Context: an optimization exercise on an open-source flow, tuned for small area. The choices shown serve that exercise and are no tape-out recipe. In this exercise RTL edits were held to simulation tests only and were not proved equivalent to the original. Power and IR drop assume default switching activity.

### design/flow/config.mk
export PLATFORM = sky130hd
export DESIGN_NAME = branch_predictor_bht
export DESIGN_NICKNAME = branch_predictor_bht
export VERILOG_FILES = /design/flow/design.v
export SDC_FILE = /design/flow/constraint.sdc
export NUM_CORES = 4
export LEC_CHECK = 0
export CAP_MARGIN = 20
export CORE_MARGIN = 2
export CORE_UTILIZATION = 30
export SLEW_MARGIN = 20
### design/flow/constraint.sdc
create_clock -name core_clock -period 8.0 [get_ports {clk}]
set_input_delay 1.6000 -clock core_clock [delete_from_list [all_inputs] [get_ports {clk}]]
set_output_delay 1.6000 -clock core_clock [all_outputs]
set_load 0.01 [all_outputs]
### design/flow/design.v
module branch_predictor_bht #(
  parameter int DATA_WIDTH = 32,
  parameter int INDEX_BITS = 6,
  parameter int TAG_BITS   = 8,
  parameter int CNT_WIDTH  = 16
) (
  input  logic                  clk,
  input  logic                  rst,
  input  logic [DATA_WIDTH-1:0] IF_PC,
  output logic                  IF_Predict_Taken,
  output logic [DATA_WIDTH-1:0] IF_Predict_Target,
  input  logic                  EX_Update_en,
  input  logic                  EX_Is_Jump,
  input  logic [DATA_WIDTH-1:0] EX_PC,
  input  logic                  EX_Taken,
  input  logic [DATA_WIDTH-1:0] EX_Target,
  input  logic                  EX_Predict_Taken,
  output logic                  EX_Mispredict,
  output logic [CNT_WIDTH-1:0]  Stat_Branches,
  output logic [CNT_WIDTH-1:0]  Stat_Mispredicts
);
  localparam int ENTRIES = 2 ** INDEX_BITS;
  localparam int TAG_LSB = INDEX_BITS + 2;
  localparam int TAG_MSB = INDEX_BITS + TAG_BITS + 1;
  logic                  valid_q [ENTRIES];
  logic [TAG_BITS-1:0]   tag_q   [ENTRIES];
  logic [1:0]            ctr_q   [ENTRIES];
  logic [DATA_WIDTH-1:0] tgt_q   [ENTRIES];
  logic [CNT_WIDTH-1:0]  branches_q, branches_d;
  logic [CNT_WIDTH-1:0]  mispred_q, mispred_d;
  logic [INDEX_BITS-1:0] if_idx, ex_idx;
  logic [TAG_BITS-1:0]   if_tag, ex_tag;
  logic                  if_hit, ex_hit;
  logic                  upd_we;
  logic [1:0]            upd_ctr_d;
  logic [DATA_WIDTH-1:0] upd_tgt_d;
  logic unused_ex_pc;
  assign unused_ex_pc = ^{EX_PC[1:0], EX_PC[DATA_WIDTH-1:TAG_MSB+1]};
  assign if_idx = IF_PC[INDEX_BITS+1:2];
  assign if_tag = IF_PC[TAG_MSB:TAG_LSB];
  assign ex_idx = EX_PC[INDEX_BITS+1:2];
  assign ex_tag = EX_PC[TAG_MSB:TAG_LSB];
  assign if_hit = valid_q[if_idx] && (tag_q[if_idx] == if_tag);
  assign ex_hit = valid_q[ex_idx] && (tag_q[ex_idx] == ex_tag);
  assign IF_Predict_Taken  = if_hit && ctr_q[if_idx][1];
  assign IF_Predict_Target = IF_Predict_Taken ? tgt_q[if_idx] : IF_PC + DATA_WIDTH'(4);
  assign EX_Mispredict = EX_Update_en && (EX_Taken != EX_Predict_Taken);
  always_comb begin
    upd_we    = 1'b0;
    upd_ctr_d = ctr_q[ex_idx];
    upd_tgt_d = tgt_q[ex_idx];
    if (EX_Update_en) begin
      if (ex_hit) begin
        upd_we = 1'b1;
        if (EX_Is_Jump) begin
          upd_ctr_d = 2'b11;
          upd_tgt_d = EX_Target;
        end else if (EX_Taken) begin
          upd_ctr_d = (ctr_q[ex_idx] == 2'b11) ? 2'b11 : ctr_q[ex_idx] + 2'd1;
          upd_tgt_d = EX_Target;
        end else begin
          upd_ctr_d = (ctr_q[ex_idx] == 2'b00) ? 2'b00 : ctr_q[ex_idx] - 2'd1;
        end
      end else if (EX_Taken) begin
        upd_we    = 1'b1;
        upd_ctr_d = EX_Is_Jump ? 2'b11 : 2'b10;
        upd_tgt_d = EX_Target;
      end
    end
  end
  always_comb begin
    branches_d = branches_q;
    mispred_d  = mispred_q;
    if (EX_Update_en && (branches_q != {CNT_WIDTH{1'b1}})) branches_d = branches_q + CNT_WIDTH'(1);
    if (EX_Mispredict && (mispred_q != {CNT_WIDTH{1'b1}})) mispred_d = mispred_q + CNT_WIDTH'(1);
  end
  always_ff @(posedge clk) begin
    if (rst) begin
      for (int i = 0; i < ENTRIES; i++) begin
        valid_q[i] <= 1'b0;
      end
      branches_q <= '0;
      mispred_q  <= '0;
    end else begin
      if (upd_we) begin
        valid_q[ex_idx] <= 1'b1;
      end
      branches_q <= branches_d;
      mispred_q  <= mispred_d;
    end
  end
  always_ff @(posedge clk) begin
    if (!rst && upd_we) begin
      tag_q[ex_idx] <= ex_tag;
      ctr_q[ex_idx] <= upd_ctr_d;
      tgt_q[ex_idx] <= upd_tgt_d;
    end
  end
  assign Stat_Branches    = branches_q;
  assign Stat_Mispredicts = mispred_q;
endmodule
### design/flow/run.sh
#!/bin/bash
# synth_recipe.tcl (not shown) runs the flow's synth.tcl, then flattens the netlist and writes it again
# the make line also repeats each setting of config.mk as NAME=value (left out here)
make -C /OpenROAD-flow-scripts/flow DESIGN_CONFIG=/design/flow/config.mk WORK_HOME=/design/flow/orfs CLKGATE_MAP_FILE= SYNTH_SCRIPT=/design/flow/synth_recipe.tcl finish
==> flow_metrics.py <==
metrics = {
    "status": {
        "status": "no timing/DRC/antenna violations",
    },
    "floorplanning": {
        "initial_core_util": 0.3018,
        "die-area_um2": 424900,
        "core_area_um2": 417200,
        "die_w_um": 651.8,
        "row_count": 237,
        "io_pins": 168,
        "die_h_um": 651.8,
    },
    "detailed_routing": {
        "drtPass1Iterations": 13,
        "vias": 85600,
        "via_per_inst": 6.550,
        "final_antenna_net_count": 0,
        "drc": 0,
        "drtIter0Drc": 16860,
        "drt-total-wl_um": 517100,
        "wl_per_cell_um": 39.57,
    },
    "finish": {
        "mostFrequentLayoutCell": "edfxtp_1",
        "mostFrequentLayoutCells": "2,688 x edfxtp_1, 932 x mux4_2, 643 x a22oi_1",
        "syn2layout_area_growth_pct": 17.06,
        "drive_gt1_frac": 0.2792,
        "fill_cells": 38320,
        "seqCellArea_um2": 82640,
        "fin_nets": 7398,
        "multi_input_area_um2": 41330,
        "fin_area_um2": 147400,
    },
    "global_routing": {
        "grt_pass1_vias": 82160,
        "grt_first_pass_wirelength_um": 695400,
        "globalRouteTotalUtil": 0.2343,
        "antenna_found_initial": 43,
        "grt_max_degree": 107,
        "grt.overflow.total": 0,
    },
    "clocking": {
        "cts_max_level": 5,
        "ctsHoldBuffers": 0,
        "clkSinkCount": 2784,
        "insertion_delay_ps": 930,
        "numCtsBuffers": 304,
        "root_buffer": "clkbuf_16",
        "clk_pin_slew_ps": 60,
        "cts_tree": "yes",
        "cts_buffer_depth": 4,
    },
    "synth": {
        "synth_edf_count": 2688,
        "yosysSeqAreaShare": 0.6564,
        "synth_xor_area_frac": 0.004591,
        "synth_seq_cells": 2784,
        "synth.avg_cell_area_um2": 18.07,
        "syn_nets": 7072,
        "synth-simple-area-share": 0.02746,
        "synth.cell_area_um2": 125900,
        "synth_compound_area_frac": 0.09295,
        "synth-async-reset-ratio": 0,
        "yosysUniqueCellTypes": 78,
        "synth_top_family_by_area": "multiplexers",
        "synth.area.mux_share": 0.1967,
        "synth_cells": 6967,
        "synthFlopType": "edfxtp_1",
        "ys.warnings.count": 1,
        "synthAdderAreaFrac": 0.0002981,
    },
    "sta": {
        "fmax_ghz": 0.1250,
        "worstMarginPinSlew_ps": 1301,
        "fin_crit_ps": 7999,
        "finalHoldViolations": 0,
        "relSlewSlack": 0.1327,
        "rsz0062_at_grt": "no",
        "period_share": 0.9999,
        "whs_ps": 485.5,
        "drv_slew": 0,
        "setup_viol": 0,
        "setup_tns_ps": 0,
        "fin_skew_ps": 95.22,
    },
    "critical_path": {
        "cp-start-kind": "input port",
        "cp.required_ps": 6400,
        "critical_path_class": "input port to output pin",
        "end_kind": "output pin",
        "crit_arrival_ps": 6400,
        "cp_max_fo": 34,
    },
    "placed_design": {
        "finalWeightedCongestion": 0.8842,
        "placed_cell_area_um2": 137500,
        "portBuffers": 149,
        "dp_hpwl_um": 294200,
    },
    "pwr": {
        "ir_drop_uv": 134.1,
        "leakage_nw": 44.84,
        "power_density_nw_per_um2": 226.6,
    },
    "min_path": {
        "hold_path_class": "flop to flop",
    },
    "run": {
        "cap_violations": 0,
    },
}
==> critical path, cell delays in order <==
cell             delay [ps]
buf_8                   320
buf_4                   410
buf_4                   440
ha_1                    260
and3_1                  420
nand3_1                 230
nor2_2                  450
buf_4                   290
nand2_1                 300
nor2_4                  390
buf_4                   200
nand2_1                  70
xnor2_1                 120
mux2_1                  290
clkdlybuf4s50_1         480
==> final cells by class <==
cell class                 count  area share
timing repair buffer         628     0.04505
antenna                       44   0.0007471
inverter                      19   0.0005179
clock inverter               168     0.01112
multi-input combinational   3556      0.2804
clock buffer                 374     0.05478
sequential                  2784      0.5607
tap                         5497     0.04667
==> final timing paths <==
path / from / end / slack [ps] / cells past startpoint
worst max-delay path: IF_PC[3] / IF_Predict_Target[28] / 0.8 / 15
worst min-delay path: valid_q[13]$_DFF_P_ / valid_q[13]$_DFF_P_ / 490 / 1
worst max register to register: tag_q[54][3]$_DFFE_PP_ / tag_q[19][2]$_DFFE_PP_ / 2960 / 13
worst min register to register: valid_q[13]$_DFF_P_ / valid_q[13]$_DFF_P_ / 490 / 1
==> synthesized netlist by cell type, drive strengths merged (15+ instances only) <==
| cell | count | share of area |
|---|---|---|
| nor4 | 54 | 0.0042 |
| mux2 | 145 | 0.013 |
| a221oi | 234 | 0.016 |
| dfxtp | 96 | 0.015 |
| nor3 | 24 | 0.00099 |
| a22o | 92 | 0.0064 |
| nor2 | 169 | 0.0051 |
| xnor2 | 44 | 0.0031 |
| buf | 325 | 0.013 |
| o2bb2ai | 59 | 0.0043 |
| a41oi | 54 | 0.0038 |
| inv | 18 | 0.00054 |
| o22ai | 46 | 0.0023 |
| a31oi | 68 | 0.0034 |
| mux4 | 932 | 0.17 |
| o21ai | 99 | 0.0040 |
| and3 | 17 | 0.00084 |
| edfxtp | 2688 | 0.64 |
| mux2i | 214 | 0.017 |
| o221ai | 22 | 0.0015 |
| a22oi | 643 | 0.038 |
| nand4 | 81 | 0.0043 |
| nand2 | 136 | 0.0041 |
| clkbuf | 283 | 0.0084 |
| nand3 | 89 | 0.0035 |
| nor2b | 15 | 0.00075 |
| a21oi | 119 | 0.0047 |
| xor2 | 22 | 0.0015 |
| a222oi | 24 | 0.0019 |
==> sequential cells by signal, indices dropped and copies added, names as in the netlist <==
| signal | cells |
|---|---|
| branches_q | 16 |
| ctr_q | 128 |
| mispred_q | 16 |
| tag_q | 512 |
| tgt_q | 2048 |
| valid_q | 64 |
==> report_power, final <==
group	total [mW]	switching (mW)	leakage, nW	internal [mW]
combinational	2.98	1.99	15.1	0.996
sequential	16.4	0.0136	25.1	16.4
clock	14.0	5.95	4.74	8.07
==> kinds of logic (layout without fill, tap and decap cells) <==
kind of cell	Yosys count	after routing
XOR/XNOR	66	66
AND/OR/NAND/NOR	647	647
other	0	44
multiplexers	1291	1291
adder cells (fa/ha/maj)	3	3
AO/OA/AOI/OAI	1549	1549
buffers and inverters	627	1189
flip-flops	2784	2784
==> metrics by stage <==
step           power (mW)  setup slack [ps]  cells  utilization
3_3_place_gp        19.53            -624.7  12480       0.3296
3_5_place_dp        19.60            -582.1  12480       0.3296
2_1_floorplan       18.35             330.5   6967            -
4_1_cts             33.37             80.96  13030       0.3530
6_report            33.39            0.7883  13070       0.3532
5_1_grt             34.09             58.94  13050       0.3531
==> layer usage <==
layer	wire length (um)	global-route usage	vias up
li1	-	-	31050
met1	175800	0.2957	44520
met2	228400	0.3538	8309
met3	75770	0.06839	1709
met4	37040	0.1468	18
met5	114	0	-
==> repair_timing <==
item | in CTS | in global routing
gates resized for setup | 5 | 2
setup endpoints to repair | 32 | 15
buffers inserted | 1 | 0

[afterwards: timing with drivers on the ports]
The flow's constraints put no driver on any port. The routed layout listed below was extracted and timed again, unchanged, in two steps. Step 1: set_driving_cell puts a clkbuf_16 on clk and a buf_2 on each other input, an assumption about the parent block. Step 2 also shifts input and output timing later by t, the mid clock arrival at the registers, as if the neighbouring blocks saw the same clock. Slacks: ideal ports / drivers / drivers and shift; pairs: ideal ports / drivers.
t (ns): 0.967
slack for setup (ns): 0.001 / -0.049 / -0.049
latest minus earliest clock arrival (ns): 0.095 / 0.095
Met with ideal ports but missed after step 2: setup timing in this run. The setup slack of this run moves by -0.050 ns with the drivers and by -0.050 ns with both steps.
